This is an optimization exercise on Yosys and OpenROAD, whose aim is small area, a short achievable clock period and few clock cycles, not a production implementation. In this exercise RTL edits were held to simulation tests only and were not proved equivalent to the original.

==> flow/design.v (excerpt) <==
module dcacheTop #(
	parameter int setBits = 3
) (
	input  logic        CLK,
	input  logic        nRST,
	input  logic        memRead,
	input  logic        memWrite,
	input  logic [31:0] memAddr,
	input  logic [31:0] memStore,
	input  logic        halt,
	output logic        hit,
	output logic [31:0] memLoad,
	output logic        flushed,
	output logic        ramRead,
	output logic        ramWrite,
	output logic [31:0] ramAddr,
	output logic [31:0] ramStore,
	input  logic [31:0] ramLoad,
	input  logic        ramWait
);
	logic [1:0]                        wayHit;
	logic                              replWay;
	logic                              victimDirty;
	logic [(2 << setBits)-1:0]         dirtyBits;
	logic [setBits-1:0]                rdIdx;
	logic                              rdWord;
	logic                              tagWay;
	logic [31:0]                       rd0;
	logic [31:0]                       rd1;
	logic [31-3-setBits:0]             rdTag;
	logic                              dataWe;
	logic                              dataWay;
	logic                              dataWord;
	logic [31:0]                       dataIn;
	logic                              fillDone;
	logic                              fillDirty;
	logic                              fillWay;
	logic                              setDirty;
	logic                              clearDirty;
	logic [setBits:0]                  clearFrame;
	logic                              touch;
	logic                              touchWay;
	frameStore #(.setBits(setBits)) frameStore_i (
		.CLK         (CLK),
  ...
Size: about 0.069 mm^2 of cells after synthesis.
==> flow/config.mk <==
export PLATFORM = sky130hd
export DESIGN_NAME = dcacheTop
export DESIGN_NICKNAME = dcacheTop
export VERILOG_FILES = /design/flow/design.v
export SDC_FILE = /design/flow/constraint.sdc
export NUM_CORES = 4
export LEC_CHECK = 0
export CAP_MARGIN = 20
export CORE_MARGIN = 2
export CORE_UTILIZATION = 65
export CTS_BUF_LIST = sky130_fd_sc_hd__clkbuf_8
export CTS_CLUSTER_DIAMETER = 60
export CTS_CLUSTER_SIZE = 14
export PLACE_DENSITY = 0.8
export SETUP_SLACK_MARGIN = 5.0
export SLEW_MARGIN = 20
export TNS_END_PERCENT = 0
==> flow/constraint.sdc <==
create_clock -name core_clock -period 8.0 [get_ports {CLK}]
set_input_delay 1.6000 -clock core_clock [delete_from_list [all_inputs] [get_ports {CLK}]]
set_output_delay 1.6000 -clock core_clock [all_outputs]
set_load 0.01 [all_outputs]
standard.sh (not shown) runs the stock make flow with config.mk's settings and CLKGATE_MAP_FILE= SYNTH_SCRIPT=/design/flow/synth_recipe.tcl, a recipe that flattens the netlist after the stock synthesis.
==> flow/flow/run.sh <==
#!/bin/bash
# Standard layout, with two changes: timing repair may resize cells
# across footprints, and the port buffers start as buf_2 cells.
set -euo pipefail
bash standard.sh MATCH_CELL_FOOTPRINT=0 \
	"BUFFER_PORTS_ARGS=-buffer_cell sky130_fd_sc_hd__buf_2" \
	finish > flow_make.log 2>&1
The baseline produced a clean layout.
Testbench counts at the start, summed over its fixed seeds: cycles 36,210.
Change:
--- a/flow/design.v
+++ b/flow/design.v
@@ -16,16 +16,17 @@
 	output logic [31:0] rd1,
 	output logic [31-3-setBits:0] rdTag,
 	input  logic        dataWe,
 	input  logic        dataWay,
 	input  logic        dataWord,
 	input  logic [31:0] dataIn,
 	input  logic        fillDone,
 	input  logic        fillDirty,
+	input  logic [31-3-setBits:0] fillTag,
 	input  logic        fillWay,
 	input  logic        setDirty,
 	input  logic        clearDirty,
 	input  logic [setBits:0] clearFrame,
 	input  logic        touch,
 	input  logic        touchWay
 );
 	localparam int idxLo   = 3;
@@ -84,17 +85,17 @@
 			end
 		end
 	end
 	always_ff @(posedge CLK) begin
 		if (dataWe) begin
 			data[{dataWay, reqIdx, dataWord}] <= dataIn;
 		end
 		if (fillDone) begin
-			tags[{fillWay, reqIdx}] <= reqTag;
+			tags[{fillWay, reqIdx}] <= fillTag;
 		end
 	end
 endmodule
 `timescale 1ns/1ps
 module cacheController #(
 	parameter int setBits = 3
 ) (
 	input  logic        CLK,
@@ -124,16 +125,17 @@
 	input  logic [31:0] rd1,
 	input  logic [31-3-setBits:0] rdTag,
 	output logic        dataWe,
 	output logic        dataWay,
 	output logic        dataWord,
 	output logic [31:0] dataIn,
 	output logic        fillDone,
 	output logic        fillDirty,
+	output logic [31-3-setBits:0] fillTag,
 	output logic        fillWay,
 	output logic        setDirty,
 	output logic        clearDirty,
 	output logic [setBits:0] clearFrame,
 	output logic        touch,
 	output logic        touchWay
 );
 	localparam int idxLo = 3;
@@ -240,16 +242,17 @@
 		end
 	end
 	assign dataWe   = (readQ && advance) || (hitQ && memWrite);
 	assign dataWay  = selQ;
 	assign dataWord = hitQ ? memAddr[2] : addrQ[2];
 	assign dataIn   = (hitQ || (!secondQ && memWrite)) ? memStore : ramLoad;
 	assign fillDone = lastRead;
 	assign fillDirty = memWrite;
+	assign fillTag   = addrQ[31:idxLo+setBits];
 	assign fillWay  = selQ;
 	assign setDirty = hitQ && memWrite;
 	assign touch    = hitQ || lastRead;
 	assign touchWay = selQ;
 	assign clearDirty = flushMode && writeQ && secondQ && advance;
 	assign clearFrame = flushFrame;
 	always_ff @(posedge CLK, negedge nRST) begin
 		if (!nRST) begin
@@ -344,16 +347,17 @@
 	logic [31:0]                       rd1;
 	logic [31-3-setBits:0]             rdTag;
 	logic                              dataWe;
 	logic                              dataWay;
 	logic                              dataWord;
 	logic [31:0]                       dataIn;
 	logic                              fillDone;
 	logic                              fillDirty;
+	logic [31-3-setBits:0]             fillTag;
 	logic                              fillWay;
 	logic                              setDirty;
 	logic                              clearDirty;
 	logic [setBits:0]                  clearFrame;
 	logic                              touch;
 	logic                              touchWay;
 	frameStore #(.setBits(setBits)) frameStore_i (
 		.CLK         (CLK),
@@ -370,16 +374,17 @@
 		.rd1         (rd1),
 		.rdTag       (rdTag),
 		.dataWe      (dataWe),
 		.dataWay     (dataWay),
 		.dataWord    (dataWord),
 		.dataIn      (dataIn),
 		.fillDone    (fillDone),
 		.fillDirty   (fillDirty),
+		.fillTag     (fillTag),
 		.fillWay     (fillWay),
 		.setDirty    (setDirty),
 		.clearDirty  (clearDirty),
 		.clearFrame  (clearFrame),
 		.touch       (touch),
 		.touchWay    (touchWay)
 	);
 	cacheController #(.setBits(setBits)) cacheController_i (
@@ -410,16 +415,17 @@
 		.rd1         (rd1),
 		.rdTag       (rdTag),
 		.dataWe      (dataWe),
 		.dataWay     (dataWay),
 		.dataWord    (dataWord),
 		.dataIn      (dataIn),
 		.fillDone    (fillDone),
 		.fillDirty   (fillDirty),
+		.fillTag     (fillTag),
 		.fillWay     (fillWay),
 		.setDirty    (setDirty),
 		.clearDirty  (clearDirty),
 		.clearFrame  (clearFrame),
 		.touch       (touch),
 		.touchWay    (touchWay)
 	);
 endmodule
Sequential cell count does not change.
Via count went up slightly.
Die area does not change.
Worst setup slack loses 0.020 ns.
Global-route usage is higher by 1.5 points.
Testbench counts after the change, summed over its fixed seeds: cycles 36,210.

==> what the ideal ports hide <==
Ports are ideal in the flow. The routed layouts listed here were re-timed in OpenROAD. Step 1 (the two cells are an assumption about what drives the block):
set clk [get_ports {CLK}]
set_driving_cell -lib_cell sky130_fd_sc_hd__clkbuf_16 $clk
set_driving_cell -lib_cell sky130_fd_sc_hd__buf_2 [delete_from_list [all_inputs] $clk]
Step 2 moves the port delays by t, midway between the first and last clock arrival at a register: inputs arrive t later, outputs are due t later. That takes back most of the time a late clock gives input paths. a / b / c = ideal ports / drivers / drivers and shift; a / b = the first two.
run | t, ns | setup slack, ns | worst data-port slew with drivers (ns)
the first run | 0.927 | 4.266 / 4.266 / 3.338 | 0.15
the second run | 0.924 | 4.246 / 4.163 / 3.238 | 0.24
After both steps every run listed still meets setup and hold. For the second run, which loses most, drivers alone change the setup slack by -0.083 ns; drivers and shift together by -1.008 ns.
